This is an optimization exercise on Yosys and OpenROAD, whose aim is a short achievable clock period and few clock cycles per item, not a production implementation.
Only simulation tests tie the RTL to the original design; equivalence was not proved.
No activity file was given, so power comes from the tool's default toggle rates.

<file path="flow/flow/run.sh">
#!/bin/bash
# The standard layout, except that synthesis and repair may not use the
# slow four-input OR/NOR-type cells (and similar wide stacked gates).
# Each step's full output is kept in a log file in this folder.
set -euo pipefail
HERE=$(pwd)
cat > "$HERE/flow_config.mk" <<EOC
include $HERE/config.mk
export DONT_USE_CELLS += sky130_fd_sc_hd__or4_1 sky130_fd_sc_hd__or4_2 sky130_fd_sc_hd__or4_4 sky130_fd_sc_hd__nor4_1 sky130_fd_sc_hd__nor4_2 sky130_fd_sc_hd__nor4_4 sky130_fd_sc_hd__or4b_1 sky130_fd_sc_hd__or4b_2 sky130_fd_sc_hd__or4b_4 sky130_fd_sc_hd__or4bb_1 sky130_fd_sc_hd__or4bb_2 sky130_fd_sc_hd__or4bb_4 sky130_fd_sc_hd__nor4b_1 sky130_fd_sc_hd__nor4b_2 sky130_fd_sc_hd__nor4b_4 sky130_fd_sc_hd__nor4bb_1 sky130_fd_sc_hd__nor4bb_2 sky130_fd_sc_hd__nor4bb_4 sky130_fd_sc_hd__a2111oi_0 sky130_fd_sc_hd__a2111oi_1 sky130_fd_sc_hd__a2111oi_2 sky130_fd_sc_hd__a2111oi_4 sky130_fd_sc_hd__o2111ai_1 sky130_fd_sc_hd__o2111ai_2 sky130_fd_sc_hd__o2111ai_4 sky130_fd_sc_hd__o41ai_1 sky130_fd_sc_hd__o41a_1 sky130_fd_sc_hd__a2111o_1 sky130_fd_sc_hd__o2111a_1 sky130_fd_sc_hd__a41oi_1 sky130_fd_sc_hd__o41ai_2 sky130_fd_sc_hd__o41ai_4 sky130_fd_sc_hd__a41oi_2 sky130_fd_sc_hd__a41oi_4
EOC
bash standard.sh DESIGN_CONFIG="$HERE/flow_config.mk" synth > synth.log 2>&1
bash standard.sh DESIGN_CONFIG="$HERE/flow_config.mk" finish > layout.log 2>&1
</file>
<file path="flow/standard.sh">
#!/bin/bash
# synth_recipe.tcl (not shown) runs the flow's synth.tcl, then flattens the netlist and writes it again
# the make line also repeats each setting of config.mk as NAME=value (left out here)
make -C /OpenROAD-flow-scripts/flow DESIGN_CONFIG=/design/flow/config.mk WORK_HOME=/design/flow/orfs CLKGATE_MAP_FILE= SYNTH_SCRIPT=/design/flow/synth_recipe.tcl "${@:-finish}"
</file>
<file path="flow/config.mk">
export PLATFORM = sky130hd
export DESIGN_NAME = rv_core
export DESIGN_NICKNAME = rv_core
export VERILOG_FILES = /design/flow/design.v
export SDC_FILE = /design/flow/constraint.sdc
export NUM_CORES = 4
export LEC_CHECK = 0
export ABC_CLOCK_PERIOD_IN_PS = 3000
export CAP_MARGIN = 20
export CORE_MARGIN = 2
export CORE_UTILIZATION = 40
export SETUP_SLACK_MARGIN = 5
export SLEW_MARGIN = 20
</file>
<file path="flow/constraint.sdc">
create_clock -name core_clock -period 8.0 [get_ports {clk}]
set_input_delay 1.6000 -clock core_clock [delete_from_list [all_inputs] [get_ports {clk}]]
set_output_delay 1.6000 -clock core_clock [all_outputs]
set_load 0.01 [all_outputs]
</file>
<file path="flow/design.v">
`timescale 1ns/10ps
`default_nettype none
package rv_isa_pkg;
  localparam int XLEN = 32;
  typedef logic [XLEN-1:0] word_t;
  localparam int REG_AW = 5;
  typedef logic [REG_AW-1:0] reg_idx_t;
  localparam logic [6:0] OP_LOAD   = 7'b0000011;
  localparam logic [6:0] OP_STORE  = 7'b0100011;
  localparam logic [6:0] OP_BRANCH = 7'b1100011;
  localparam logic [6:0] OP_JALR   = 7'b1100111;
  localparam logic [6:0] OP_JAL    = 7'b1101111;
  localparam logic [6:0] OP_IMM    = 7'b0010011;
  localparam logic [6:0] OP_REG    = 7'b0110011;
  localparam logic [6:0] OP_SYSTEM = 7'b1110011;
  localparam logic [6:0] OP_AUIPC  = 7'b0010111;
  localparam logic [6:0] OP_LUI    = 7'b0110111;
  typedef struct packed {
    logic [6:0] funct7;
    reg_idx_t   rs2;
    reg_idx_t   rs1;
    logic [2:0] funct3;
    reg_idx_t   rd;
    logic [6:0] opcode;
  } r_fmt_t;
  typedef struct packed {
    logic [11:0] imm;
    reg_idx_t    rs1;
    logic [2:0]  funct3;
    reg_idx_t    rd;
    logic [6:0]  opcode;
  } i_fmt_t;
  typedef struct packed {
    logic [6:0] imm_hi;
    reg_idx_t   rs2;
    reg_idx_t   rs1;
    logic [2:0] funct3;
    logic [4:0] imm_lo;
    logic [6:0] opcode;
  } s_fmt_t;
  typedef struct packed {
    logic       imm_12;
    logic [5:0] imm_10_5;
    reg_idx_t   rs2;
    reg_idx_t   rs1;
    logic [2:0] funct3;
    logic [3:0] imm_4_1;
    logic       imm_11;
    logic [6:0] opcode;
  } b_fmt_t;
  typedef struct packed {
    logic [19:0] imm;
    reg_idx_t    rd;
    logic [6:0]  opcode;
  } u_fmt_t;
  typedef struct packed {
    logic       imm_20;
    logic [9:0] imm_10_1;
    logic       imm_11;
    logic [7:0] imm_19_12;
    reg_idx_t   rd;
    logic [6:0] opcode;
  } j_fmt_t;
  typedef union packed {
    r_fmt_t r_fmt;
    i_fmt_t i_fmt;
    s_fmt_t s_fmt;
    b_fmt_t b_fmt;
    u_fmt_t u_fmt;
    j_fmt_t j_fmt;
  } inst_t;
endpackage
`default_nettype wire
`timescale 1ns/10ps
`default_nettype none
package rv_ctrl_pkg;
  localparam int ALU_OP_W = 4;
  localparam logic [ALU_OP_W-1:0] ALU_ADD    = 4'd0;
  localparam logic [ALU_OP_W-1:0] ALU_SUB    = 4'd1;
  localparam logic [ALU_OP_W-1:0] ALU_AND    = 4'd2;
  localparam logic [ALU_OP_W-1:0] ALU_OR     = 4'd3;
  localparam logic [ALU_OP_W-1:0] ALU_XOR    = 4'd4;
  localparam logic [ALU_OP_W-1:0] ALU_SLL    = 4'd5;
  localparam logic [ALU_OP_W-1:0] ALU_SRL    = 4'd6;
  localparam logic [ALU_OP_W-1:0] ALU_SRA    = 4'd7;
  localparam logic [ALU_OP_W-1:0] ALU_SLT    = 4'd8;
  localparam logic [ALU_OP_W-1:0] ALU_SLTU   = 4'd9;
  localparam logic [ALU_OP_W-1:0] ALU_PASS_B = 4'd10;
  localparam logic [ALU_OP_W-1:0] ALU_LINK   = 4'd11;
  localparam int BR_OP_W = 3;
  localparam logic [BR_OP_W-1:0] BR_NONE = 3'd0;
  localparam logic [BR_OP_W-1:0] BR_EQ   = 3'd1;
  localparam logic [BR_OP_W-1:0] BR_NE   = 3'd2;
  localparam logic [BR_OP_W-1:0] BR_LT   = 3'd3;
  localparam logic [BR_OP_W-1:0] BR_GE   = 3'd4;
  localparam logic [BR_OP_W-1:0] BR_LTU  = 3'd5;
  localparam logic [BR_OP_W-1:0] BR_GEU  = 3'd6;
  localparam int FWD_W = 2;
  localparam logic [FWD_W-1:0] FWD_REG = 2'd0;
  localparam logic [FWD_W-1:0] FWD_MEM = 2'd1;
  localparam logic [FWD_W-1:0] FWD_WB  = 2'd2;
  localparam logic [31:0] NOP_WORD = 32'h0000_0013;
endpackage
`default_nettype wire
`timescale 1ns/10ps
`default_nettype none
module rv_regfile (
  input  logic                 clk,
  input  logic                 rst,
  input  rv_isa_pkg::reg_idx_t rs1,
  input  rv_isa_pkg::reg_idx_t rs2,
  input  rv_isa_pkg::reg_idx_t rd,
  input  rv_isa_pkg::word_t    rd_data,
  input  logic                 we,
  output rv_isa_pkg::word_t    rs1_data,
  output rv_isa_pkg::word_t    rs2_data
);
  rv_isa_pkg::word_t regs [1:2**rv_isa_pkg::REG_AW-1];
  function automatic rv_isa_pkg::word_t read_port(input rv_isa_pkg::reg_idx_t idx);
    if (idx == '0) begin
      read_port = '0;
    end else if (we && idx == rd) begin
      read_port = rd_data;
    end else begin
      read_port = regs[idx];
    end
  endfunction
  always_ff @(posedge clk) begin
    if (rst) begin
      for (int i = 1; i < 2**rv_isa_pkg::REG_AW; i++) begin
        regs[i] <= '0;
      end
    end else if (we) begin
      regs[rd] <= rd_data;
    end
  end
  always_comb begin
    rs1_data = read_port(rs1);
    rs2_data = read_port(rs2);
  end
endmodule
`default_nettype wire
`timescale 1ns/10ps
`default_nettype none
module rv_decoder (
  input  rv_isa_pkg::inst_t                inst,
  output rv_isa_pkg::reg_idx_t             rd,
  output rv_isa_pkg::reg_idx_t             rs1,
  output rv_isa_pkg::reg_idx_t             rs2,
  output rv_isa_pkg::word_t                imm,
  output logic [rv_ctrl_pkg::ALU_OP_W-1:0] alu_op,
  output logic [rv_ctrl_pkg::BR_OP_W-1:0]  br_op,
  output logic                             use_imm,
  output logic                             a_is_pc,
  output logic                             reg_we,
  output logic                             mem_rd,
  output logic                             mem_we,
  output logic                             is_jump,
  output logic                             is_jalr,
  output logic                             is_ecall
);
  logic [6:0] funct7;
  logic [2:0] funct3;
  logic       valid;
  function automatic logic [rv_ctrl_pkg::ALU_OP_W-1:0] alu_from_f3(input logic [2:0] f3, input logic alt);
    case (f3)
      3'b000:  alu_from_f3 = alt ? rv_ctrl_pkg::ALU_SUB : rv_ctrl_pkg::ALU_ADD;
      3'b001:  alu_from_f3 = rv_ctrl_pkg::ALU_SLL;
      3'b010:  alu_from_f3 = rv_ctrl_pkg::ALU_SLT;
      3'b011:  alu_from_f3 = rv_ctrl_pkg::ALU_SLTU;
      3'b100:  alu_from_f3 = rv_ctrl_pkg::ALU_XOR;
      3'b101:  alu_from_f3 = alt ? rv_ctrl_pkg::ALU_SRA : rv_ctrl_pkg::ALU_SRL;
      3'b110:  alu_from_f3 = rv_ctrl_pkg::ALU_OR;
      default: alu_from_f3 = rv_ctrl_pkg::ALU_AND;
    endcase
  endfunction
  assign funct7 = inst.r_fmt.funct7;
  assign funct3 = inst.r_fmt.funct3;
  always_comb begin
    rd       = inst.r_fmt.rd;
    rs1      = '0;
    rs2      = '0;
    imm      = '0;
    alu_op   = rv_ctrl_pkg::ALU_ADD;
    br_op    = rv_ctrl_pkg::BR_NONE;
    use_imm  = 1'b0;
    a_is_pc  = 1'b0;
    reg_we   = 1'b0;
    mem_rd   = 1'b0;
    mem_we   = 1'b0;
    is_jump  = 1'b0;
    is_jalr  = 1'b0;
    is_ecall = 1'b0;
    valid    = 1'b1;
    case (inst.r_fmt.opcode)
      rv_isa_pkg::OP_REG: begin
        rs1    = inst.r_fmt.rs1;
        rs2    = inst.r_fmt.rs2;
        reg_we = 1'b1;
        alu_op = alu_from_f3(funct3, funct7[5]);
        valid  = funct7 == 7'h00 ||
                 (funct7 == 7'h20 && (funct3 == 3'b000 || funct3 == 3'b101));
      end
      rv_isa_pkg::OP_IMM: begin
        rs1     = inst.i_fmt.rs1;
        imm     = {{20{inst.i_fmt.imm[11]}}, inst.i_fmt.imm};
        use_imm = 1'b1;
        reg_we  = 1'b1;
        alu_op  = alu_from_f3(funct3, funct3 == 3'b101 && funct7[5]);
        if (funct3 == 3'b001) begin
          valid = funct7 == 7'h00;
        end else if (funct3 == 3'b101) begin
          valid = funct7 == 7'h00 || funct7 == 7'h20;
        end
      end
      rv_isa_pkg::OP_LOAD: begin
        rs1     = inst.i_fmt.rs1;
        imm     = {{20{inst.i_fmt.imm[11]}}, inst.i_fmt.imm};
        use_imm = 1'b1;
        reg_we  = 1'b1;
        mem_rd  = 1'b1;
        valid   = funct3 == 3'b010;
      end
      rv_isa_pkg::OP_STORE: begin
        rs1     = inst.s_fmt.rs1;
        rs2     = inst.s_fmt.rs2;
        imm     = {{20{inst.s_fmt.imm_hi[6]}}, inst.s_fmt.imm_hi, inst.s_fmt.imm_lo};
        use_imm = 1'b1;
        mem_we  = 1'b1;
        valid   = funct3 == 3'b010;
      end
      rv_isa_pkg::OP_BRANCH: begin
        rs1 = inst.b_fmt.rs1;
        rs2 = inst.b_fmt.rs2;
        imm = {{19{inst.b_fmt.imm_12}}, inst.b_fmt.imm_12, inst.b_fmt.imm_11,
               inst.b_fmt.imm_10_5, inst.b_fmt.imm_4_1, 1'b0};
        case (funct3)
          3'b000:  br_op = rv_ctrl_pkg::BR_EQ;
          3'b001:  br_op = rv_ctrl_pkg::BR_NE;
          3'b100:  br_op = rv_ctrl_pkg::BR_LT;
          3'b101:  br_op = rv_ctrl_pkg::BR_GE;
          3'b110:  br_op = rv_ctrl_pkg::BR_LTU;
          3'b111:  br_op = rv_ctrl_pkg::BR_GEU;
          default: valid = 1'b0;
        endcase
      end
      rv_isa_pkg::OP_JAL: begin
        imm     = {{11{inst.j_fmt.imm_20}}, inst.j_fmt.imm_20, inst.j_fmt.imm_19_12,
                   inst.j_fmt.imm_11, inst.j_fmt.imm_10_1, 1'b0};
        alu_op  = rv_ctrl_pkg::ALU_LINK;
        a_is_pc = 1'b1;
        reg_we  = 1'b1;
        is_jump = 1'b1;
      end
      rv_isa_pkg::OP_JALR: begin
        rs1     = inst.i_fmt.rs1;
        imm     = {{20{inst.i_fmt.imm[11]}}, inst.i_fmt.imm};
        alu_op  = rv_ctrl_pkg::ALU_LINK;
        a_is_pc = 1'b1;
        reg_we  = 1'b1;
        is_jump = 1'b1;
        is_jalr = 1'b1;
        valid   = funct3 == 3'b000;
      end
      rv_isa_pkg::OP_LUI: begin
        imm     = {inst.u_fmt.imm, 12'h000};
        alu_op  = rv_ctrl_pkg::ALU_PASS_B;
        use_imm = 1'b1;
        reg_we  = 1'b1;
      end
      rv_isa_pkg::OP_AUIPC: begin
        imm     = {inst.u_fmt.imm, 12'h000};
        use_imm = 1'b1;
        a_is_pc = 1'b1;
        reg_we  = 1'b1;
      end
      rv_isa_pkg::OP_SYSTEM: begin
        is_ecall = inst == 32'h0000_0073;
        valid    = is_ecall;
      end
      default: valid = 1'b0;
    endcase
    if (!valid) begin
      rs1     = '0;
      rs2     = '0;
      br_op   = rv_ctrl_pkg::BR_NONE;
      reg_we  = 1'b0;
      mem_rd  = 1'b0;
      mem_we  = 1'b0;
      is_jump = 1'b0;
      is_jalr = 1'b0;
    end
    if (rd == '0) begin
      reg_we = 1'b0;
      mem_rd = 1'b0;
    end
  end
endmodule
`default_nettype wire
`timescale 1ns/10ps
`default_nettype none
module rv_add32 (
  input  logic [31:0] a,
  input  logic [31:0] b,
  input  logic        cin,
  output logic [31:0] s
);
  logic [31:0] g [6];
  logic [31:0] p [6];
  always_comb begin
    g[0] = a & b;
    p[0] = a ^ b;
    g[0][0] = (a[0] & b[0]) | ((a[0] ^ b[0]) & cin);
    for (int l = 0; l < 5; l++) begin
      for (int i = 0; i < 32; i++) begin
        if (i >= (1 << l)) begin
          g[l+1][i] = g[l][i] | (p[l][i] & g[l][i-(1<<l)]);
          p[l+1][i] = p[l][i] & p[l][i-(1<<l)];
        end else begin
          g[l+1][i] = g[l][i];
          p[l+1][i] = p[l][i];
        end
      end
    end
    s = (a ^ b) ^ {g[5][30:0], cin};
  end
endmodule
module rv_cmp32 (
  input  logic [31:0] a,
  input  logic [31:0] b,
  output logic        eq,
  output logic        lt,
  output logic        ltu
);
  logic [30:0] l [6];
  logic [30:0] e [6];
  always_comb begin
    l[0] = ~a[30:0] & b[30:0];
    e[0] = ~(a[30:0] ^ b[30:0]);
    for (int k = 0; k < 5; k++) begin
      for (int i = 0; i < 31; i++) begin
        if (i % (2 << k) == 0 && i + (1 << k) < 31) begin
          l[k+1][i] = l[k][i+(1<<k)] | (e[k][i+(1<<k)] & l[k][i]);
          e[k+1][i] = e[k][i+(1<<k)] & e[k][i];
        end else begin
          l[k+1][i] = l[k][i];
          e[k+1][i] = e[k][i];
        end
      end
    end
    eq  = (a[31] == b[31]) && e[5][0];
    ltu = (!a[31] && b[31]) || ((a[31] == b[31]) && l[5][0]);
    lt  = (a[31] && !b[31]) || ((a[31] == b[31]) && l[5][0]);
  end
endmodule
`default_nettype wire
`timescale 1ns/10ps
`default_nettype none
module rv_hazard (
  input  rv_isa_pkg::reg_idx_t          d_rs1,
  input  rv_isa_pkg::reg_idx_t          d_rs2,
  input  rv_isa_pkg::reg_idx_t          x_rs1,
  input  rv_isa_pkg::reg_idx_t          x_rs2,
  input  rv_isa_pkg::reg_idx_t          x_rd,
  input  rv_isa_pkg::reg_idx_t          m_rd,
  input  rv_isa_pkg::reg_idx_t          w_rd,
  input  logic                          x_mem_rd,
  input  logic                          m_reg_we,
  input  logic                          w_reg_we,
  input  logic                          redirect,
  output logic [rv_ctrl_pkg::FWD_W-1:0] fwd_a,
  output logic [rv_ctrl_pkg::FWD_W-1:0] fwd_b,
  output logic                          stall,
  output logic                          flush_d,
  output logic                          flush_x
);
  logic load_use;
  function automatic logic [rv_ctrl_pkg::FWD_W-1:0] fwd_sel(input rv_isa_pkg::reg_idx_t rs);
    if (m_reg_we && m_rd == rs) begin
      fwd_sel = rv_ctrl_pkg::FWD_MEM;
    end else if (w_reg_we && w_rd == rs) begin
      fwd_sel = rv_ctrl_pkg::FWD_WB;
    end else begin
      fwd_sel = rv_ctrl_pkg::FWD_REG;
    end
  endfunction
  always_comb begin
    fwd_a    = fwd_sel(x_rs1);
    fwd_b    = fwd_sel(x_rs2);
    load_use = x_mem_rd && (x_rd == d_rs1 || x_rd == d_rs2);
    stall    = load_use && !redirect;
    flush_d  = redirect;
    flush_x  = redirect || load_use;
  end
endmodule
`default_nettype wire
`timescale 1ns/10ps
`default_nettype none
module rv_core #(
  parameter rv_isa_pkg::word_t RESET_PC = 32'h0000_0100
) (
  input  logic              clk,
  input  logic              rst,
  output rv_isa_pkg::word_t imem_addr,
  input  rv_isa_pkg::word_t imem_data,
  output rv_isa_pkg::word_t dmem_addr,
  output rv_isa_pkg::word_t dmem_wdata,
  output logic              dmem_we,
  input  rv_isa_pkg::word_t dmem_rdata,
  output logic              halt,
  output rv_isa_pkg::word_t trace_pc,
  output rv_isa_pkg::word_t trace_inst
);
  localparam logic [6:0] OP_LOAD   = 7'b0000011;
  localparam logic [6:0] OP_STORE  = 7'b0100011;
  localparam logic [6:0] OP_BRANCH = 7'b1100011;
  localparam logic [6:0] OP_JALR   = 7'b1100111;
  localparam logic [6:0] OP_JAL    = 7'b1101111;
  localparam logic [6:0] OP_IMM    = 7'b0010011;
  localparam logic [6:0] OP_REG    = 7'b0110011;
  localparam logic [6:0] OP_AUIPC  = 7'b0010111;
  localparam logic [6:0] OP_LUI    = 7'b0110111;
  localparam int R_ADD = 0;
  localparam int R_SUB = 1;
  localparam int R_AND = 2;
  localparam int R_OR  = 3;
  localparam int R_XOR = 4;
  localparam int R_SLL = 5;
  localparam int R_SRL = 6;
  localparam int R_SLT = 7;
  localparam int R_SLTU = 8;
  localparam int R_ALT = 9;
  localparam int R_W   = 10;
  logic        x_redirect;
  logic        x_squash;
  logic        r_q;
  logic        r_sel;
  logic [31:0] r_xpc;
  logic [31:0] r_dpc;
  logic        d_v;
  logic        d_redirect;
  logic [31:0] d_redirect_pc;
  logic [31:0] x_redirect_pc;
  logic [31:0] pc;
  logic [31:0] f_inst;
  logic        f_is_jal;
  logic        f_is_br;
  logic        f_take;
  logic [31:0] f_tgt;
  logic [31:0] pc_next;
  assign imem_addr = pc;
  assign f_inst    = imem_data;
  localparam int BP_AW = 5;
  localparam int BP_N  = 2**BP_AW;
  localparam int JP_AW = 3;
  localparam int JP_N  = 2**JP_AW;
  logic [2:0]  bt_cnt  [BP_N];
  logic [2:0]  bt_trip [BP_N];
  logic        bt_tv   [BP_N];
  logic        bt_back [BP_N];
  logic [1:0]  bt_ctr  [BP_N];
  logic        bt_cv   [BP_N];
  logic        jt_v    [JP_N];
  logic [31:1] jt_tgt  [JP_N];
  logic [BP_AW-1:0] f_bidx;
  logic [JP_AW-1:0] f_jidx;
  logic        f_is_jalr;
  logic        f_br_take;
  logic [31:0] f_ptgt;
  assign f_bidx = pc[BP_AW+1:2];
  assign f_jidx = pc[JP_AW+1:2];
  localparam int LV_N = 8;
  logic        lv_v   [LV_N];
  logic [1:0]  lv_tag [LV_N];
  logic [31:1] lv_val [LV_N];
  logic [4:0]  f_rs1;
  logic        f_lv_hit;
  assign f_rs1    = f_inst[19:15];
  assign f_lv_hit = lv_v[f_rs1[2:0]] && lv_tag[f_rs1[2:0]] == f_rs1[4:3] &&
                    f_inst[31:20] == 12'd0;
  assign f_ptgt   = f_lv_hit ? {lv_val[f_rs1[2:0]], 1'b0} : {jt_tgt[f_jidx], 1'b0};
  logic f_lp_ok;
  logic d_addi;
  logic d_lp_zero;
  logic [31:0] d_lp_k;
  logic [31:0] d_lp_imm;
  assign d_addi    = d_v && d_faddi && !d_fwd1;
  assign d_lp_imm  = {{20{d_inst[31]}}, d_inst[31:20]};
  assign d_lp_k    = d_op1 ^ d_lp_imm;
  assign d_lp_zero = !d_lp_k[0] && (d_lp_k[31:1] == (d_op1[30:0] | d_lp_imm[30:0]));
  assign f_lp_ok   = d_addi && f_inst[24:20] == 5'd0 && f_inst[14:13] == 2'b00 &&
                     f_inst[19:15] == d_rd;
  logic [31:0] f_imm;
  logic [31:0] f_sum;
  logic [31:0] f_pc4;
  always_comb begin
    if (f_inst[3])
      f_imm = {{12{f_inst[31]}}, f_inst[19:12], f_inst[20], f_inst[30:21], 1'b0};
    else if (f_inst[2])
      f_imm = {f_inst[31:12], 12'h000};
    else
      f_imm = {{20{f_inst[31]}}, f_inst[7], f_inst[30:25], f_inst[11:8], 1'b0};
  end
  rv_add32 i_add_ftgt (.a(pc), .b(f_imm), .cin(1'b0), .s(f_sum));
  rv_add32 i_add_fpc4 (.a(pc), .b(32'd4), .cin(1'b0), .s(f_pc4));
  logic        f_ja_hit;
  logic [31:0] f_jsum;
  logic [31:0] f_jtgt;
  rv_add32 i_add_fjalr (.a(d_ftgt), .b({{20{f_inst[31]}}, f_inst[31:20]}), .cin(1'b0), .s(f_jsum));
  assign f_ja_hit = d_v && d_fauipc && d_rd == f_inst[19:15];
  assign f_jtgt   = f_ja_hit ? {f_jsum[31:1], 1'b0} : f_ptgt;
  always_comb begin
    f_is_jal  = f_inst[6:0] == OP_JAL;
    f_is_br   = f_inst[6:0] == OP_BRANCH && f_inst[14:13] != 2'b01;
    f_is_jalr = f_inst[6:0] == OP_JALR && f_inst[14:12] == 3'b000;
    if (f_lp_ok)
      f_br_take = f_inst[12] ^ d_lp_zero;
    else if (f_inst[31])
      f_br_take = bt_back[f_bidx];
    else if (bt_cv[f_bidx])
      f_br_take = bt_ctr[f_bidx][1];
    else
      f_br_take = f_inst[14:12] == 3'b001 || f_inst[14:12] == 3'b101;
    f_take = f_is_jal || (f_is_br && f_br_take) ||
             (f_is_jalr && (f_ja_hit || f_lv_hit || jt_v[f_jidx]));
    f_tgt = f_is_jalr ? f_jtgt : f_sum;
  end
  always_comb begin
    if (r_q)         pc_next = r_sel ? r_xpc : r_dpc;
    else if (f_take) pc_next = f_tgt;
    else             pc_next = f_pc4;
  end
  always_ff @(posedge clk) begin
    if (rst) pc <= RESET_PC;
    else     pc <= pc_next;
  end
  logic        d_valid;
  logic [31:0] d_pc;
  logic [31:0] d_inst;
  logic        d_pred;
  logic [31:1] d_ptgt;
  logic [31:0] d_ftgt;
  logic        d_fbr;
  logic        d_faddi;
  logic        d_fauipc;
  assign d_v = d_valid && !r_q;
  always_ff @(posedge clk) begin
    if (rst || r_q) begin
      d_valid <= 1'b0;
    end else begin
      d_valid <= 1'b1;
    end
  end
  always_ff @(posedge clk) begin
    d_pc   <= pc;
    d_inst <= f_inst;
    d_pred <= f_take;
    d_ptgt <= f_jtgt[31:1];
    d_ftgt <= f_tgt;
    d_fbr  <= f_is_br;
    d_faddi <= f_inst[6:0] == OP_IMM && f_inst[14:12] == 3'b000 && f_inst[11:7] != 5'd0;
    d_fauipc <= f_inst[6:0] == OP_AUIPC && f_inst[11:7] != 5'd0;
  end
  logic [6:0]  d_op;
  logic [2:0]  d_f3;
  logic [6:0]  d_f7;
  logic [4:0]  d_rd;
  logic [4:0]  d_rs1;
  logic [4:0]  d_rs2;
  logic        d_ok;
  logic        d_use1;
  logic        d_use2;
  logic        d_use_imm;
  logic        d_we;
  logic        d_load;
  logic        d_store;
  logic        d_is_br;
  logic        d_is_jalr;
  logic        d_ecall;
  logic [31:0] d_imm;
  logic [R_W-1:0] d_rsel;
  logic        d_link;
  logic        d_auipc;
  logic [31:0] d_target;
  logic [31:0] d_pc4;
  logic [31:0] d_alt;
  assign d_op  = d_inst[6:0];
  assign d_f3  = d_inst[14:12];
  assign d_f7  = d_inst[31:25];
  assign d_rd  = d_inst[11:7];
  always_comb begin
    d_ok      = 1'b0;
    d_use1    = 1'b0;
    d_use2    = 1'b0;
    d_use_imm = 1'b0;
    d_we      = 1'b0;
    d_load    = 1'b0;
    d_store   = 1'b0;
    d_is_br   = 1'b0;
    d_is_jalr = 1'b0;
    d_ecall   = 1'b0;
    d_imm     = {{20{d_inst[31]}}, d_inst[31:20]};
    d_rsel    = '0;
    d_link    = 1'b0;
    d_auipc   = 1'b0;
    case (d_op)
      OP_REG: begin
        d_ok   = d_f7 == 7'h00 || (d_f7 == 7'h20 && (d_f3 == 3'b000 || d_f3 == 3'b101));
        d_use1 = 1'b1;
        d_use2 = 1'b1;
        d_we   = 1'b1;
      end
      OP_IMM: begin
        d_ok      = d_f3 == 3'b001 ? d_f7 == 7'h00 :
                    d_f3 == 3'b101 ? (d_f7 == 7'h00 || d_f7 == 7'h20) : 1'b1;
        d_use1    = 1'b1;
        d_use_imm = 1'b1;
        d_we      = 1'b1;
      end
      OP_LOAD: begin
        d_ok      = d_f3 == 3'b010;
        d_use1    = 1'b1;
        d_use_imm = 1'b1;
        d_we      = 1'b1;
        d_load    = 1'b1;
      end
      OP_STORE: begin
        d_ok      = d_f3 == 3'b010;
        d_use1    = 1'b1;
        d_use2    = 1'b1;
        d_use_imm = 1'b1;
        d_store   = 1'b1;
        d_imm     = {{20{d_inst[31]}}, d_inst[31:25], d_inst[11:7]};
      end
      OP_BRANCH: begin
        d_ok    = d_f3[2:1] != 2'b01;
        d_use1  = 1'b1;
        d_use2  = 1'b1;
        d_is_br = 1'b1;
        d_imm   = {{20{d_inst[31]}}, d_inst[7], d_inst[30:25], d_inst[11:8], 1'b0};
      end
      OP_JAL: begin
        d_ok      = 1'b1;
        d_we      = 1'b1;
        d_imm     = {{12{d_inst[31]}}, d_inst[19:12], d_inst[20], d_inst[30:21], 1'b0};
        d_link    = 1'b1;
      end
      OP_JALR: begin
        d_ok      = d_f3 == 3'b000;
        d_use1    = 1'b1;
        d_use_imm = 1'b1;
        d_we      = 1'b1;
        d_is_jalr = 1'b1;
        d_link    = 1'b1;
      end
      OP_LUI: begin
        d_ok      = 1'b1;
        d_we      = 1'b1;
        d_imm     = {d_inst[31:12], 12'h000};
      end
      OP_AUIPC: begin
        d_ok      = 1'b1;
        d_we      = 1'b1;
        d_use_imm = 1'b1;
        d_imm     = {d_inst[31:12], 12'h000};
        d_auipc   = 1'b1;
      end
      default: begin
        d_ok    = 1'b0;
        d_ecall = d_inst == 32'h0000_0073;
      end
    endcase
    if (d_op == OP_REG || d_op == OP_IMM) begin
      case (d_f3)
        3'b000: d_rsel[(d_op == OP_REG && d_f7[5]) ? R_SUB : R_ADD] = 1'b1;
        3'b001: d_rsel[R_SLL]  = 1'b1;
        3'b010: d_rsel[R_SLT]  = 1'b1;
        3'b011: d_rsel[R_SLTU] = 1'b1;
        3'b100: d_rsel[R_XOR]  = 1'b1;
        3'b101: d_rsel[R_SRL]  = 1'b1;
        3'b110: d_rsel[R_OR]   = 1'b1;
        default: d_rsel[R_AND] = 1'b1;
      endcase
    end else if (d_op == OP_LUI || d_op == OP_JAL || d_op == OP_JALR) begin
      d_rsel[R_ALT] = 1'b1;
    end else begin
      d_rsel[R_ADD] = 1'b1;
    end
    if (!d_ok || !d_v) begin
      d_use1    = 1'b0;
      d_use2    = 1'b0;
      d_we      = 1'b0;
      d_load    = 1'b0;
      d_store   = 1'b0;
      d_is_br   = 1'b0;
      d_is_jalr = 1'b0;
    end
    if (!d_v) d_ecall = 1'b0;
    if (d_rd == 5'd0) begin
      d_we   = 1'b0;
      d_load = 1'b0;
    end
  end
  assign d_rs1 = d_use1 ? d_inst[19:15] : 5'd0;
  assign d_rs2 = d_use2 ? d_inst[24:20] : 5'd0;
  assign d_target = d_ftgt;
  rv_add32 i_add_dpc4 (.a(d_pc), .b(32'd4), .cin(1'b0), .s(d_pc4));
  assign d_alt    = d_link ? d_pc4 : d_imm;
  logic [4:0]  w_rd;
  logic [31:0] w_data;
  logic        w_we;
  logic [4:0]  f_rs1i;
  logic [4:0]  f_rs2i;
  logic [31:0] rf1;
  logic [31:0] rf2;
  logic [31:0] d_rf1;
  logic [31:0] d_rf2;
  assign f_rs1i = f_inst[19:15];
  assign f_rs2i = f_inst[24:20];
  rv_regfile i_rv_regfile (
    .clk      (clk),
    .rst      (rst),
    .rs1      (f_rs1i),
    .rs2      (f_rs2i),
    .rd       (w_rd),
    .rd_data  (w_data),
    .we       (w_we),
    .rs1_data (rf1),
    .rs2_data (rf2)
  );
  always_ff @(posedge clk) begin
    d_rf1 <= rf1;
    d_rf2 <= rf2;
  end
  logic [31:0] m_result;
  logic [4:0]  m_rd;
  logic        m_we;
  logic        m_load;
  logic [31:0] m_wbval;
  logic [31:0] d_op1;
  logic [31:0] d_op2;
  logic        x_we;
  logic        x_load;
  logic [4:0]  x_rd;
  assign m_wbval = m_load ? dmem_rdata : m_result;
  logic d_fx1, d_fx2;
  logic d_fm1, d_fm2;
  logic d_fw1, d_fw2;
  always_ff @(posedge clk) begin
    d_fx1 <= d_we && d_rd == f_rs1i;
    d_fx2 <= d_we && d_rd == f_rs2i;
    d_fm1 <= x_we && !x_squash && x_rd == f_rs1i;
    d_fm2 <= x_we && !x_squash && x_rd == f_rs2i;
    d_fw1 <= m_we && m_rd == f_rs1i;
    d_fw2 <= m_we && m_rd == f_rs2i;
  end
  assign d_op1 = d_fm1 ? m_wbval : (d_fw1 ? w_data : d_rf1);
  assign d_op2 = d_fm2 ? m_wbval : (d_fw2 ? w_data : d_rf2);
  logic d_fwd1;
  logic d_fwd2;
  assign d_fwd1 = d_fx1;
  assign d_fwd2 = d_fx2;
  logic d_eq;
  logic d_lt;
  logic d_ltu;
  logic d_cond;
  logic d_br_res;
  rv_cmp32 i_cmp_d (.a(d_op1), .b(d_op2), .eq(d_eq), .lt(d_lt), .ltu(d_ltu));
  always_comb begin
    case (d_f3[2:1])
      2'b00:   d_cond = d_eq;
      2'b10:   d_cond = d_lt;
      default: d_cond = d_ltu;
    endcase
    d_cond = d_cond ^ d_f3[0];
  end
  assign d_br_res      = d_v && d_fbr && !d_fwd1 && !d_fwd2;
  assign d_redirect    = d_br_res && d_cond != d_pred;
  assign d_redirect_pc = d_pred ? d_pc4 : d_target;
  logic        x_valid;
  logic        x_store;
  logic        x_is_br;
  logic        x_is_jalr;
  logic        x_ecall;
  logic        x_pred;
  logic        x_dres;
  logic [31:1] x_ptgt;
  logic [2:0]  x_f3;
  logic [31:0] x_pc;
  logic [31:0] x_inst;
  logic [31:0] x_a;
  logic [31:0] x_b;
  logic [31:0] x_sd;
  logic        x_fa;
  logic        x_fb;
  logic        x_fsd;
  logic        x_fla;
  logic        x_flb;
  logic        x_flsd;
  logic [31:0] x_alt;
  logic [31:0] x_target;
  logic [31:0] x_pc4;
  logic [R_W-1:0] x_rsel;
  logic [8:0]  x_ssel;
  logic [8:0]  d_ssel;
  logic        x_sra;
  logic        x_sub;
  logic [2:0]  x_bsel;
  logic        x_binv;
  logic        d_sub;
  assign d_sub = d_op == OP_REG && d_f3 == 3'b000 && d_f7[5];
  always_comb begin
    logic nfa, nfla, nfb, nflb;
    nfa  = d_fwd1 && d_use1 && !x_load;
    nfla = d_fwd1 && d_use1 && x_load;
    nfb  = d_fwd2 && !d_use_imm && !x_load;
    nflb = d_fwd2 && !d_use_imm && x_load;
    d_ssel = '0;
    if (d_rsel[R_ADD] || d_rsel[R_SUB]) begin
      case ({nfa, nfla, nfb, nflb})
        4'b1000: d_ssel[1] = 1'b1;
        4'b0010: d_ssel[d_sub ? 3 : 2] = 1'b1;
        4'b1010: d_ssel[4] = !d_sub;
        4'b0100: d_ssel[5] = 1'b1;
        4'b0001: d_ssel[d_sub ? 7 : 6] = 1'b1;
        4'b0101: d_ssel[8] = !d_sub;
        default: d_ssel[0] = 1'b1;
      endcase
    end
  end
  always_ff @(posedge clk) begin
    if (rst) x_squash <= 1'b0;
    else     x_squash <= x_redirect;
  end
  always_ff @(posedge clk) begin
    if (rst) r_q <= 1'b0;
    else     r_q <= x_redirect || d_redirect;
  end
  always_ff @(posedge clk) begin
    r_sel <= x_redirect;
    r_xpc <= x_redirect_pc;
    r_dpc <= d_redirect_pc;
  end
  always_ff @(posedge clk) begin
    if (rst || !d_v) begin
      x_valid   <= 1'b0;
      x_we      <= 1'b0;
      x_load    <= 1'b0;
      x_store   <= 1'b0;
      x_is_br   <= 1'b0;
      x_is_jalr <= 1'b0;
      x_ecall   <= 1'b0;
    end else begin
      x_valid   <= 1'b1;
      x_we      <= d_we;
      x_load    <= d_load;
      x_store   <= d_store;
      x_is_br   <= d_is_br;
      x_is_jalr <= d_is_jalr;
      x_ecall   <= d_ecall;
    end
  end
  always_ff @(posedge clk) begin
    x_pred   <= d_pred;
    x_dres   <= d_br_res;
    x_ptgt   <= d_ptgt;
    x_f3     <= d_f3;
    x_pc     <= d_pc;
    x_inst   <= d_inst;
    x_rd     <= d_rd;
    x_a      <= d_auipc ? d_pc : d_op1;
    x_b      <= d_use_imm ? d_imm : (d_sub ? ~d_op2 : d_op2);
    x_sd     <= d_op2;
    x_fa     <= d_fwd1 && d_use1 && !x_load;
    x_fb     <= d_fwd2 && !d_use_imm && !x_load;
    x_fsd    <= d_fwd2 && !x_load;
    x_fla    <= d_fwd1 && d_use1 && x_load;
    x_flb    <= d_fwd2 && !d_use_imm && x_load;
    x_flsd   <= d_fwd2 && x_load;
    x_alt    <= d_alt;
    x_target <= d_target;
    x_pc4    <= d_pc4;
    x_rsel   <= d_rsel;
    x_ssel   <= d_ssel;
    x_sra    <= d_f7[5];
    x_sub    <= d_sub;
    x_bsel   <= {d_f3[2] & d_f3[1], d_f3[2] & !d_f3[1], !d_f3[2]};
    x_binv   <= d_f3[0] ^ d_pred;
  end
  logic [31:0] a;
  logic [31:0] b;
  logic [31:0] sd;
  logic [31:0] ld;
  logic [31:0] sum00, sum10, sum01, sum11, sumL0, sum0L, sumLL;
  logic [31:0] dif01, dif0L;
  logic        eq00, eq10, eq01, eqL0, eq0L;
  logic        lt00, lt10, lt01, ltL0, lt0L;
  logic        ltu00, ltu10, ltu01, ltuL0, ltu0L;
  logic        eq;
  logic        lt;
  logic        ltu;
  logic        cond_raw;
  logic        x_mispredict;
  logic [31:0] shl;
  logic [31:0] shr;
  logic [31:0] x_result;
  assign ld = dmem_rdata;
  assign a  = x_fa  ? m_result : (x_fla  ? ld : x_a);
  assign b  = x_fb  ? m_result : (x_flb  ? ld : x_b);
  assign sd = x_fsd ? m_result : (x_flsd ? ld : x_sd);
  rv_add32 i_add00 (.a(x_a),      .b(x_b),       .cin(x_sub), .s(sum00));
  rv_add32 i_add10 (.a(m_result), .b(x_b),       .cin(x_sub), .s(sum10));
  rv_add32 i_add01 (.a(x_a),      .b(m_result),  .cin(1'b0),  .s(sum01));
  rv_add32 i_dif01 (.a(x_a),      .b(~m_result), .cin(1'b1),  .s(dif01));
  rv_add32 i_add11 (.a(m_result), .b(m_result),  .cin(1'b0),  .s(sum11));
  rv_add32 i_addL0 (.a(ld),       .b(x_b),       .cin(x_sub), .s(sumL0));
  rv_add32 i_add0L (.a(x_a),      .b(ld),        .cin(1'b0),  .s(sum0L));
  rv_add32 i_dif0L (.a(x_a),      .b(~ld),       .cin(1'b1),  .s(dif0L));
  rv_add32 i_addLL (.a(ld),       .b(ld),        .cin(1'b0),  .s(sumLL));
  logic [31:0] jalr_sum;
  assign jalr_sum = x_fa ? sum10 : (x_fla ? sumL0 : sum00);
  rv_cmp32 i_cmp00 (.a(x_a),      .b(x_b),      .eq(eq00), .lt(lt00), .ltu(ltu00));
  rv_cmp32 i_cmp10 (.a(m_result), .b(x_b),      .eq(eq10), .lt(lt10), .ltu(ltu10));
  rv_cmp32 i_cmp01 (.a(x_a),      .b(m_result), .eq(eq01), .lt(lt01), .ltu(ltu01));
  rv_cmp32 i_cmpL0 (.a(ld),       .b(x_b),      .eq(eqL0), .lt(ltL0), .ltu(ltuL0));
  rv_cmp32 i_cmp0L (.a(x_a),      .b(ld),       .eq(eq0L), .lt(lt0L), .ltu(ltu0L));
  always_comb begin
    case ({x_fa, x_fla, x_fb, x_flb})
      4'b1000: begin eq = eq10; lt = lt10; ltu = ltu10; end
      4'b0010: begin eq = eq01; lt = lt01; ltu = ltu01; end
      4'b0100: begin eq = eqL0; lt = ltL0; ltu = ltuL0; end
      4'b0001: begin eq = eq0L; lt = lt0L; ltu = ltu0L; end
      4'b1010, 4'b0101: begin eq = 1'b1; lt = 1'b0; ltu = 1'b0; end
      default: begin eq = eq00; lt = lt00; ltu = ltu00; end
    endcase
  end
  assign shl = a << b[4:0];
  assign shr = $signed({x_sra & a[31], a}) >>> b[4:0];
  always_comb begin
    x_result = '0;
    x_result = ({32{x_ssel[0]}} & sum00) | ({32{x_ssel[1]}} & sum10) |
               ({32{x_ssel[2]}} & sum01) | ({32{x_ssel[3]}} & dif01) |
               ({32{x_ssel[4]}} & sum11) | ({32{x_ssel[5]}} & sumL0) |
               ({32{x_ssel[6]}} & sum0L) | ({32{x_ssel[7]}} & dif0L) |
               ({32{x_ssel[8]}} & sumLL);
    if (x_rsel[R_AND])  x_result = x_result | (a & b);
    if (x_rsel[R_OR])   x_result = x_result | (a | b);
    if (x_rsel[R_XOR])  x_result = x_result | (a ^ b);
    if (x_rsel[R_SLL])  x_result = x_result | shl;
    if (x_rsel[R_SRL])  x_result = x_result | shr;
    if (x_rsel[R_SLT])  x_result = x_result | {31'd0, lt};
    if (x_rsel[R_SLTU]) x_result = x_result | {31'd0, ltu};
    if (x_rsel[R_ALT])  x_result = x_result | x_alt;
  end
  assign cond_raw = (x_bsel[0] & eq) | (x_bsel[1] & lt) | (x_bsel[2] & ltu);
  function automatic logic jalr_check(input logic [31:0] ra, input logic [31:0] rb,
                                      input logic [31:1] pt);
    logic [31:1] jk;
    logic [30:1] jco;
    jk  = ra[31:1] ^ rb[31:1] ^ pt;
    jco = (ra[30:1] & rb[30:1]) | ((ra[30:1] ^ rb[30:1]) & jk[30:1]);
    jalr_check = (jk[1] == (ra[0] & rb[0])) && (jco == jk[31:2]);
  endfunction
  logic jalr_ok;
  logic jalr_ok_x;
  logic jalr_ok_m;
  logic jalr_ok_l;
  assign jalr_ok_x = jalr_check(x_a, x_b, x_ptgt);
  assign jalr_ok_m = jalr_check(m_result, x_b, x_ptgt);
  assign jalr_ok_l = jalr_check(ld, x_b, x_ptgt);
  assign jalr_ok   = x_fa ? jalr_ok_m : (x_fla ? jalr_ok_l : jalr_ok_x);
  assign x_mispredict = x_is_br && !x_dres && (cond_raw ^ x_binv) && !x_squash;
  assign x_redirect   = ((x_ecall || (x_is_jalr && !(x_pred && jalr_ok))) && !x_squash) ||
                        x_mispredict;
  always_comb begin
    if (x_is_jalr)                    x_redirect_pc = {jalr_sum[31:1], 1'b0};
    else if (x_ecall)                 x_redirect_pc = x_pc;
    else if (x_pred)                  x_redirect_pc = x_pc4;
    else                              x_redirect_pc = x_target;
  end
  logic x_link;
  assign x_link = x_rsel[R_ALT] && (x_inst[6:0] == OP_JAL || x_inst[6:0] == OP_JALR);
  always_ff @(posedge clk) begin
    if (rst) begin
      for (int i = 0; i < LV_N; i++) lv_v[i] <= 1'b0;
    end else if (x_we && !x_squash) begin
      if (x_link)
        lv_v[x_rd[2:0]] <= 1'b1;
      else if (lv_tag[x_rd[2:0]] == x_rd[4:3])
        lv_v[x_rd[2:0]] <= 1'b0;
    end
  end
  always_ff @(posedge clk) begin
    if (x_we && !x_squash && x_link) begin
      lv_tag[x_rd[2:0]] <= x_rd[4:3];
      lv_val[x_rd[2:0]] <= x_pc4[31:1];
    end
  end
  logic             m_bu;
  logic             m_back;
  logic             m_taken;
  logic [BP_AW-1:0] m_bidx;
  logic             m_ju;
  logic [JP_AW-1:0] m_jidx;
  logic [31:1]      m_jtgt;
  always_ff @(posedge clk) begin
    if (rst) begin
      m_bu <= 1'b0;
      m_ju <= 1'b0;
    end else begin
      m_bu <= x_is_br && !x_squash;
      m_ju <= x_is_jalr && !x_squash;
    end
  end
  logic             w_bu;
  logic             w_back;
  logic [BP_AW-1:0] w_bidx;
  logic [2:0]       w_cnt;
  logic [2:0]       w_trip;
  logic             w_tv;
  logic             w_bk;
  logic [1:0]       w_ctr;
  logic [BP_AW-1:0] x_bidx;
  logic             xw_hit;
  logic [2:0]       m_cnt;
  logic [2:0]       m_trip;
  logic             m_tv;
  logic [1:0]       m_ctr;
  assign x_bidx = x_pc[BP_AW+1:2];
  assign xw_hit = w_bu && w_bidx == x_bidx;
  always_ff @(posedge clk) begin
    m_back  <= x_inst[31];
    m_taken <= cond_raw ^ x_f3[0];
    m_bidx  <= x_bidx;
    m_jidx  <= x_pc[JP_AW+1:2];
    m_jtgt  <= jalr_sum[31:1];
    m_cnt   <= (xw_hit && w_back) ? w_cnt  : bt_cnt[x_bidx];
    m_trip  <= (xw_hit && w_back) ? w_trip : bt_trip[x_bidx];
    m_tv    <= (xw_hit && w_back) ? w_tv   : bt_tv[x_bidx];
    m_ctr   <= (xw_hit && !w_back) ? w_ctr :
               bt_cv[x_bidx] ? bt_ctr[x_bidx] :
               (x_f3 == 3'b001 || x_f3 == 3'b101) ? 2'd2 : 2'd1;
  end
  logic       mw_hit;
  logic [2:0] u_cnt;
  logic [2:0] u_trip;
  logic       u_tv;
  logic [1:0] u_ctr;
  logic [2:0] n_cnt;
  logic [2:0] n_trip;
  logic       n_tv;
  logic [1:0] n_ctr;
  logic       n_back;
  assign mw_hit = w_bu && w_bidx == m_bidx;
  assign u_cnt  = (mw_hit && w_back) ? w_cnt  : m_cnt;
  assign u_trip = (mw_hit && w_back) ? w_trip : m_trip;
  assign u_tv   = (mw_hit && w_back) ? w_tv   : m_tv;
  assign u_ctr  = (mw_hit && !w_back) ? w_ctr : m_ctr;
  always_comb begin
    n_cnt  = u_cnt;
    n_trip = u_trip;
    n_tv   = u_tv;
    if (m_taken) begin
      if (u_cnt != 3'd7) n_cnt = u_cnt + 3'd1;
      else               n_tv  = 1'b0;
    end else begin
      n_cnt  = 3'd0;
      n_trip = u_cnt + 3'd1;
      n_tv   = u_cnt != 3'd7;
    end
    n_back = !n_tv || ({1'b0, n_cnt} + 4'd1 < {1'b0, n_trip});
    if (m_taken) n_ctr = u_ctr == 2'd3 ? 2'd3 : u_ctr + 2'd1;
    else         n_ctr = u_ctr == 2'd0 ? 2'd0 : u_ctr - 2'd1;
  end
  always_ff @(posedge clk) begin
    if (rst) w_bu <= 1'b0;
    else     w_bu <= m_bu;
  end
  always_ff @(posedge clk) begin
    w_back <= m_back;
    w_bidx <= m_bidx;
    w_cnt  <= n_cnt;
    w_trip <= n_trip;
    w_tv   <= n_tv;
    w_bk   <= n_back;
    w_ctr  <= n_ctr;
  end
  always_ff @(posedge clk) begin
    if (rst) begin
      for (int i = 0; i < BP_N; i++) begin
        bt_cnt[i]  <= 3'd0;
        bt_tv[i]   <= 1'b0;
        bt_back[i] <= 1'b1;
        bt_cv[i]   <= 1'b0;
      end
    end else if (w_bu) begin
      if (w_back) begin
        bt_cnt[w_bidx]  <= w_cnt;
        bt_tv[w_bidx]   <= w_tv;
        bt_back[w_bidx] <= w_bk;
      end else begin
        bt_cv[w_bidx]   <= 1'b1;
      end
    end
  end
  always_ff @(posedge clk) begin
    if (w_bu && w_back)  bt_trip[w_bidx] <= w_trip;
    if (w_bu && !w_back) bt_ctr[w_bidx]  <= w_ctr;
  end
  always_ff @(posedge clk) begin
    if (rst) begin
      for (int i = 0; i < JP_N; i++) jt_v[i] <= 1'b0;
    end else if (m_ju) begin
      jt_v[m_jidx] <= 1'b1;
    end
  end
  always_ff @(posedge clk) begin
    if (m_ju) jt_tgt[m_jidx] <= m_jtgt;
  end
  logic        m_valid;
  logic        m_store;
  logic        m_ecall;
  logic [31:0] m_pc;
  logic [31:0] m_inst;
  logic [31:0] m_sd;
  always_ff @(posedge clk) begin
    if (rst) begin
      m_valid <= 1'b0;
      m_we    <= 1'b0;
      m_load  <= 1'b0;
      m_store <= 1'b0;
      m_ecall <= 1'b0;
    end else begin
      m_valid <= x_valid && !x_squash;
      m_we    <= x_we && !x_squash;
      m_load  <= x_load && !x_squash;
      m_store <= x_store && !x_squash;
      m_ecall <= x_ecall && !x_squash;
    end
  end
  always_ff @(posedge clk) begin
    m_result <= x_result;
    m_sd     <= sd;
    m_rd     <= x_rd;
    m_pc     <= x_pc;
    m_inst   <= x_inst;
  end
  assign dmem_addr  = m_result;
  assign dmem_wdata = m_sd;
  assign dmem_we    = m_store;
  logic [31:0] w_pc;
  logic [31:0] w_inst;
  logic        w_ecall;
  always_ff @(posedge clk) begin
    if (rst) begin
      w_pc    <= '0;
      w_we    <= 1'b0;
      w_ecall <= 1'b0;
    end else begin
      w_pc    <= m_valid ? m_pc : 32'd0;
      w_we    <= m_we;
      w_ecall <= m_ecall;
    end
  end
  always_ff @(posedge clk) begin
    w_data <= m_wbval;
    w_rd   <= m_rd;
    w_inst <= m_inst;
  end
  assign halt       = w_ecall;
  assign trace_pc   = w_pc;
  assign trace_inst = w_inst;
endmodule
`default_nettype wire
</file>
==> reports/qor.txt, run 1 <==
RSZ-0062 raised after global routing = true
Bufs on Longest Clock Path = 4
GR Util met2 = 0.541
clk_skew = 0.0693 ns
Slowest Stage Delay on Critical Path = 0.36 ns
Cells after Synth = 12731
area of the mapped netlist = 151000 um^2
CTS H-Tree Depth = 5
CTS sink count = 2814
Final nets = 14616
Clock transition at path regs = 0.07 ns
Hold Path Sink = m_inst[16]$_DFF_P_
Mapped Nets = 13478
hold crit path type = reg2reg
number of flops mapped to enable cells by yosys = 1832
hold violation count in the final report = 0
clock group share of total power = 0.300
Adder-Cell Fraction of Synth Area = 0.0616
Pre-antenna DRT Iters = 8
Clk Latency, worst-skew pair = 0.96 ns
Post-DRT Antenna Nets = 0
CP required = 8.86 ns
via count = 122103
setup TNS = 0 ns
MaxCap Viol Count = 0
synthesis-stage register bit count = 2814
Vias/cell = 6.36
area leader, netlist = edfxtp_1
drc violations = 0
HP Start = x_inst[16]$_DFF_P_
total power = 50100 uW
PortBufs = 227
CTS Buf Count = 308
Net Switching = 18500 uW
Synth async-reset ratio = 0
Switching Share = 0.369
clock tree root driver cell = clkbuf_16
origin of the critical flop-to-flop path = m_result[22]$_DFF_P_
max-slew violations = 0
Final Core Density = 0.516
final worst path period share = 0.517
r2r endpoint = m_result[29]$_DFF_P_
Hold Path Stages = 0
Crit. End Element = flop
Int Power = 31600 uW
hpwl dp = 454000 um
largest net degree at the start of global routing = 123
Main synth FF type = edfxtp_1
core area = 376000 um^2
Synth area leaders = edfxtp_1, dfxtp_1, mux4_2, and2_1, ha_1
Mapped Avg Cell Area = 11.9 um^2
Register-to-Register Path Depth = 15
Netlist cell types = 98
critical path launch point type = input pin
Max VDD drop = 0.168 mV
detailed router's first-iteration violation count = 17861
crit-path max FO = 5
fmax = 0.242 GHz
main combinational cell family by area after synthesis = multiplexers
XOR/XNOR Fraction of Synth Area = 0.0267
number of global-route vias before repair = 115307
die footprint = 383000 um^2
power per cell area = 258 nW/um^2
Routability Congestion = 1.07
grt total ovfl = 0
Die W = 619 um
status = complete, no violations
final setup violation count = 0
WS Path Type = in2reg
worst path cell trace = buf_8 -> buf_8 -> fa_2 -> inv_2 -> fa_2 -> o21bai_1 -> a21oi_2 -> o211ai_1 -> buf_4 -> a211oi_2 -> buf_6 -> o311a_4 -> o311ai_4 -> mux2i_1 -> nand3_1 -> mux2i_2 -> a21oi_4 -> a21o_1
Synth Area in Compound Gates = 0.0993
met1 GRT Util = 0.447
CTS Hold Bufs = 0
I/O pins = 228
row count = 225
mux share of post-synthesis cell area = 0.162
Initial Util = 0.402
Synth top area share = 0.364
Gate power share = 0.351
P_leak = 0.0729 uW
worst slew pin tran = 1.34 ns
Die Height = 619 um
layout cells sized above 1 = 0.324
yosys warns = 8
CTS tree = done
Most Crowded Layer GR = met2
GR Util met3 = 0.0964
final hold slack = 0.321 ns
Worst R2R Setup Slack = 3.94 ns
antenna violations before repair = 55
Avg WL per Cell = 37.9 um
Global Route Usage Sum = 0.366
Non-Filler Instances = 19212
Seq pwr share = 0.349
simple logic cell fraction of the synthesized area = 0.123
Placed Cells = 17444
Detailed Route WL = 729000 um
global-route wire length before repair = 966000 um
Final min period = 4.14 ns
Max-slew headroom = 0.102
CP arrival = 4.99 ns
Layout Area Growth over Synthesis = 28.2%
register area share after synthesis = 0.494
CP max stage cell = fa_2
## timing repair
action / 4_1_cts / 5_1_grt
cloned: 109 / 28
pin swaps: 396 / 262
endpoints found under the setup margin: 1820 / 1398
endpoints found under the hold margin: 0 / 0
resized for setup: 2891 / 597
buffers inserted: 734 / 237
## routing by layer
metal  up-vias  wire length (um)  part of all wire
li1      49452                 -                 -
met1     61001            256000              0.35
met2      9036            309000              0.42
met3      2592             86900              0.12
met4        22             76000              0.10
met5         -               277           0.00038
## power by group through the flow
| stage | sequential [uW] | clock (uW) | combinational [uW] |
|---|---|---|---|
| 2_1_floorplan | 17600 | 0 | 7200 |
| 3_3_place_gp | 17800 | 0 | 13000 |
| 3_5_place_dp | 17800 | 0 | 12900 |
| 4_1_cts | 17500 | 15100 | 16100 |
| 5_1_grt | 17600 | 15700 | 17800 |
| 6_report | 17500 | 15000 | 17600 |
## logic make-up after synthesis
kind of cell               Yosys count
AOI/OAI and AO/OA                 2316
xor gates and xnor gates           461
adders and majority gates          684
buffers and inverters             1298
DFF                               2814
muxes                             1497
and+or+nand+nor                   3661
## area by class of cell
| class | count | area [um^2] |
|---|---|---|
| multi-input cells | 8657 | 80400 |
| repair inverters | 5 | 47.5 |
| flip-flops and latches | 2814 | 75100 |
| fillers | 32139 | 182000 |
| well taps | 4994 | 6250 |
| repair buffers | 1672 | 19700 |
| inverters | 411 | 1720 |
| clock buffers | 401 | 8600 |
| clock inverters | 165 | 1950 |
| diodes | 93 | 233 |
## cells in the mapped netlist (81+ instances only)
| cell | n |
|---|---|
| nand2_1 | 748 |
| xor2_1 | 208 |
| nor3_1 | 167 |
| nor2b_1 | 90 |
| nor2_1 | 884 |
| nand4_1 | 108 |
| a21o_1 | 129 |
| edfxtp_1 | 1832 |
| xnor2_1 | 253 |
| a21oi_1 | 624 |
| buf_1 | 121 |
| o211ai_1 | 104 |
| o21ai_0 | 446 |
| nand3_1 | 149 |
| a211oi_1 | 105 |
| inv_1 | 386 |
| mux4_2 | 754 |
| o21ai_1 | 104 |
| and2_1 | 1189 |
| fa_1 | 102 |
| ha_1 | 579 |
| mux2_2 | 109 |
| a221oi_1 | 115 |
| buf_2 | 98 |
| mux2i_1 | 630 |
| o21a_1 | 81 |
| dfxtp_1 | 982 |
| clkbuf_1 | 646 |
## worst max path at each step
| stage | cells past startpoint | slack [ns] | start | end |
|---|---|---|---|---|
| finish | 18 | 3.86 | dmem_rdata[0] | r_xpc[16]$_DFF_P_ |
| global route | 18 | 3.88 | dmem_rdata[0] | r_xpc[16]$_DFF_P_ |
| CTS | 18 | 3.98 | dmem_rdata[0] | r_xpc[16]$_DFF_P_ |
| detailed placement | 16 | 1.52 | dmem_rdata[3] | pc[28]$_SDFF_PP0_ |
| global placement | 17 | 1.49 | dmem_rdata[3] | pc[23]$_SDFF_PP0_ |
| floorplan | 20 | 2.74 | imem_data[15] | pc[30]$_SDFF_PP0_ |
## placed cells by master, fill, tap and decap left out, types with 73 or more instances in the layout
master / n
inv_1: 333
o211ai_1: 104
edfxtp_1: 1832
nor2_1: 768
a21o_1: 124
dfxtp_1: 813
nand4_1: 108
buf_6: 278
xor2_1: 194
fa_1: 96
buf_4: 871
a21oi_1: 457
nor2b_1: 79
mux4_2: 754
dfxtp_4: 76
nand2_1: 676
clkbuf_16: 350
o21ai_0: 306
mux2i_1: 532
diode_2: 93
ha_4: 100
ha_1: 434
nor3_1: 134
buf_12: 244
buf_16: 85
and2_1: 1176
dfxtp_2: 93
o21ai_1: 114
nor2_4: 73
nand3_1: 135
xnor2_1: 200
o21ai_2: 87
a21oi_2: 123
mux2_2: 86
## flip-flops by register name, summed over array words and instances (netlist names), 64 cells and up
signal and count:
jt_tgt 248, bt_ctr 64, bt_cnt 96, i_rv_regfile.regs 1024, lv_val 248, bt_trip 96
## worst max-delay path: cells and delay by family
kind	cells	cell delay [ns]
muxes	2	0.49
and+or+nand+nor	1	0.18
buffers and inverters	5	0.57
adders and majority gates	2	0.63
AOI/OAI and AO/OA	8	1.49
## stage by stage
stage	cell area [um^2]	worst slack [ns]
final	194000	3.86
after global routing	194000	3.88
after CTS	188000	3.98
after detailed placement	161000	1.52
after global placement	161000	1.49
after floorplan	154000	2.74
Testbench counts, summed over its fixed seeds: cycles 161,846, instrs 157,230.
==> run 2, diff against run 1 <==
--- a/flow/design.v
+++ b/flow/design.v
@@ -802,6 +802,7 @@
   logic [31:0] x_pc4;
   logic [R_W-1:0] x_rsel;
   logic [8:0]  x_ssel;
+  logic [31:0] x_rpc;
   logic [8:0]  d_ssel;
   logic        x_sra;
   logic        x_sub;
@@ -882,6 +883,7 @@
     x_pc4    <= d_pc4;
     x_rsel   <= d_rsel;
     x_ssel   <= d_ssel;
+    x_rpc    <= d_ecall ? d_pc : (d_pred ? d_pc4 : d_target);
     x_sra    <= d_f7[5];
     x_sub    <= d_sub;
     x_bsel   <= {d_f3[2] & d_f3[1], d_f3[2] & !d_f3[1], !d_f3[2]};
@@ -972,12 +974,7 @@
   assign x_mispredict = x_is_br && !x_dres && (cond_raw ^ x_binv) && !x_squash;
   assign x_redirect   = ((x_ecall || (x_is_jalr && !(x_pred && jalr_ok))) && !x_squash) ||
                         x_mispredict;
-  always_comb begin
-    if (x_is_jalr)                    x_redirect_pc = {jalr_sum[31:1], 1'b0};
-    else if (x_ecall)                 x_redirect_pc = x_pc;
-    else if (x_pred)                  x_redirect_pc = x_pc4;
-    else                              x_redirect_pc = x_target;
-  end
+  assign x_redirect_pc = x_is_jalr ? {jalr_sum[31:1], 1'b0} : x_rpc;
   logic x_link;
   assign x_link = x_rsel[R_ALT] && (x_inst[6:0] == OP_JAL || x_inst[6:0] == OP_JALR);
   always_ff @(posedge clk) begin
==> run 2 against run 1 <==
Still clean. Maximum frequency shrank 1.9%. Via count shrank 3.6%. Register-to-register slack lost 0.16 ns. Flip-flop and latch count is the same. Clock power is essentially flat. Worst hold slack lost 0.016 ns. Non-clock buffer count shrank 190. Final area shrank 2.3%.
==> reports/qor.txt, run 2 <==
Layout Area Growth over Synthesis = 25.9%
worst slew pin tran = 1.32 ns (-0.0164 ns)
CTS H-Tree Depth = 5 (unchanged)
critical path launch point type = flop
final setup violation count = 0 (unchanged)
pre-CTS setup slack = 1.63 ns (+0.116 ns)
most common cell after layout, fill and taps aside = edfxtp_1
Final Core Density = 0.505 (-0.0107)
number of flops mapped to enable cells by yosys = 1832 (unchanged)
area leader, netlist = edfxtp_1
CTS sink count = 2814 (unchanged)
Slowest Stage Delay on Critical Path = 0.54 ns (+0.18 ns)
most frequent cells in the layout = edfxtp_1, and2_1, dfxtp_1
max reg flops = 1024 (unchanged)
Max-slew headroom = 0.113 (+0.0106)
global-route wire length before repair = 898000 um (-7.0%)
MaxCap Viol Count = 0 (unchanged)
Largest Register = i_rv_regfile.regs
drc violations = 0 (unchanged)
register area share after synthesis = 0.496 (+0.00230)
WS Path Type = reg2reg
Post-DRT Antenna Nets = 0 (unchanged)
Routability Congestion = 1.04 (-3.7%)
grt total ovfl = 0 (unchanged)
Bufs on Longest Clock Path = 4 (unchanged)
Final nets = 14245 (-2.5%)
crit-path max FO = 12 (+7)
die footprint = 381000 um^2 (-0.46%)
PortBufs = 227 (unchanged)
Detailed Route WL = 664000 um (-8.9%)
Final min period = 4.22 ns (+0.0821 ns)
clk_skew = 0.0841 ns (+0.0147 ns)
power per cell area = 259 nW/um^2 (about the same)
clock tree root driver cell = clkbuf_16
CP arrival = 5.01 ns (+0.02 ns)
Main synth FF type = edfxtp_1
Cells after Synth = 12565 (-1.3%)
Avg WL per Cell = 35.4 um (-6.7%)
RSZ-0062 raised after global routing = true
Initial Util = 0.401 (-0.000962)
setup TNS = 0 ns (unchanged)
status = complete, no violations
Crit. End Element = flop
Netlist cell types = 93 (-5.1%)
fmax = 0.237 GHz (-1.9%)
Vias/cell = 6.27 (-1.3%)
Max VDD drop = 0.198 mV (+18%)
hold violation count in the final report = 0 (unchanged)
CTS tree = done
core area = 375000 um^2 (-0.22%)
Mapped Avg Cell Area = 12.0 um^2 (+0.85%)
via count = 117758 (-3.6%)
Filler Cells Inserted = 32374 (+0.73%)
worst path cell trace = clkinvlp_4 -> ha_1 -> xor2_1 -> nand4_1 -> and4b_1 -> nand4_1 -> xnor2_1 -> mux2_4 -> a31o_4 -> nor2b_4 -> buf_6 -> buf_6 -> buf_16 -> mux2i_4 -> a211oi_2
final hold slack = 0.305 ns (-0.0159 ns)
Die W = 618 um (-0.23%)
Die Height = 618 um (-0.23%)
Clk Latency, worst-skew pair = 0.99 ns (+0.03 ns)
Synth async-reset ratio = 0 (unchanged)
Pre-antenna DRT Iters = 6 (-2)
detailed router's first-iteration violation count = 16800 (-5.9%)
max-slew violations = 0 (unchanged)
P_leak = 0.0710 uW (-2.6%)
row count = 225 (unchanged)
final worst path period share = 0.527 (+0.0103)
Area after DPL = 161000 um^2 (about the same)
synthesis-stage register bit count = 2814 (unchanged)
I/O pins = 228 (unchanged)
Mapped Nets = 13312 (-1.2%)
Synth area leaders = edfxtp_1, dfxtp_1, mux4_2, ha_1, and2_1
number of global-route vias before repair = 111633 (-3.2%)
CP max stage cell = dfxtp_1
final setup margin = 3.78 ns (-0.0821 ns)
Clock transition at path regs = 0.06 ns (about the same)
commonest cells in the netlist = edfxtp_1, and2_1, dfxtp_1
yosys warns = 8 (unchanged)
hold crit path type = reg2reg
CP required = 8.79 ns (-0.07 ns)
area of the mapped netlist = 151000 um^2 (-0.46%)
hpwl dp = 438000 um (-3.7%)
Post-Layout Inst Area = 190000 um^2 (-2.3%)
CTS Buf Count = 316 (+2.6%)
layout cells sized above 1 = 0.313 (-0.0109)
Synth top area share = 0.365 (+0.00169)
count leader, synth = edfxtp_1
antenna violations before repair = 61 (+11%)
largest net degree at the start of global routing = 70 (-43%)
Global Route Usage Sum = 0.337 (-0.0291)
## run 2: cell families after synthesis
kind of cell | count (synthesis) | share of synthesized area
AO/OA/AOI/OAI | 2163 | 0.0922
XOR/XNOR | 496 | 0.0289
adder cells (fa/ha/maj) | 684 | 0.0619
buffers and inverters | 1300 | 0.0338
flip-flops | 2814 | 0.496
multiplexers | 1495 | 0.165
AND/OR/NAND/NOR | 3613 | 0.122
## run 2: final cells by class
| type | count | area, um^2 | share of cell area |
|---|---|---|---|
| repair buffers | 1482 | 16500 | 0.0872 |
| inverters | 424 | 1770 | 0.00934 |
| clock inverters | 146 | 1630 | 0.00861 |
| well taps | 4994 | 6250 | 0.0330 |
| repair inverters | 2 | 23.8 | 0.000125 |
| clock buffers | 427 | 8730 | 0.0461 |
| multi-input cells | 8458 | 79500 | 0.419 |
| flip-flops and latches | 2814 | 75100 | 0.396 |
| diodes | 25 | 62.6 | 0.000330 |
## run 2: what timing repair did
| action | in CTS | in global routing |
|---|---|---|
| gates resized for setup | 2566 | 625 |
| buffers inserted | 570 | 226 |
| hold buffers | 0 | 0 |
| pin swaps | 365 | 350 |
| endpoints found under the setup margin | 1897 | 375 |
| gates cloned | 77 | 16 |
## run 2: where the power goes
part           leakage, uW  switching [uW]  internal (uW)
Combinational       0.0399           10100           6110
Sequential          0.0260            1480          16500
Clock              0.00506            6390           8420
Total               0.0710           17900          31100
## run 2: worst max-delay path, delay by kind of cell (launching register included)
family / cells / cell delay, ns
and+or+nand+nor: 4 / 0.88
buffers and inverters: 4 / 0.87
DFF: 1 / 0.54
muxes: 2 / 0.51
adders and majority gates: 1 / 0.47
xor gates and xnor gates: 2 / 0.44
AOI/OAI and AO/OA: 2 / 0.33
## run 2: per-layer routing
layer  share of wire  GRT usage  vias to the layer above
met3            0.12     0.0822                     2072
met4           0.084      0.231                       32
met5         0.00040          0                        -
met1            0.37      0.430                    59447
met2            0.43      0.505                     7998
li1                -          -                    48209
## run 2: per-stage QoR
stage	total power [uW]	instances
detailed placement	30500	17283
CTS	47600	18503
floorplan	24800	12565
finish	49000	18772
global route	50100	18752
global placement	30500	17277
## run 2: worst paths after layout
check             cells after the start                 to  slack, ns          startpoint
setup / recovery                     15  pc[10]$_SDFF_PP0_       3.78  d_inst[31]$_DFF_P_
hold / removal                        0    m_pc[8]$_DFF_P_       0.31     x_pc[8]$_DFF_P_
setup reg to reg                     15  pc[10]$_SDFF_PP0_       3.78  d_inst[31]$_DFF_P_
hold reg to reg                       0    m_pc[8]$_DFF_P_       0.31     x_pc[8]$_DFF_P_
Testbench counts of run 2, summed over its fixed seeds: cycles 161,846, instrs 157,230.

-- separate check: timing with driven ports --
How much do the figures lean on ideal ports? The routed layouts below were timed once more, with nothing changed but the port constraints.
Step 1 (the two cells are an assumption about what drives the block):
set clk [get_ports {clk}]
set_driving_cell -lib_cell sky130_fd_sc_hd__clkbuf_16 $clk
set_driving_cell -lib_cell sky130_fd_sc_hd__buf_2 [delete_from_list [all_inputs] $clk]
Step 2 adds t to the input delays and takes it off the output delays; t is the mean of the earliest and latest rising clock arrival at the registers after step 1. Input paths then give back, and output paths get back, about the clock's delay inside the block.
a / b / c = ideal / step 1 / step 2; a / b = the first two.
| run | t (ns) | slack for setup (ns) | worst setup path at the end | pins driven straight from the clock port |
|---|---|---|---|---|
| run 1 | 1.048 | 3.863 / 3.874 / 2.825 | input to register | 1 |
| run 2 | 1.054 | 3.781 / 3.781 / 2.806 | input to register | 1 |
After both steps every run listed still meets setup and hold. The setup slack of run 1, which loses most, moves by +0.011 ns with the drivers and by -1.038 ns with both steps.
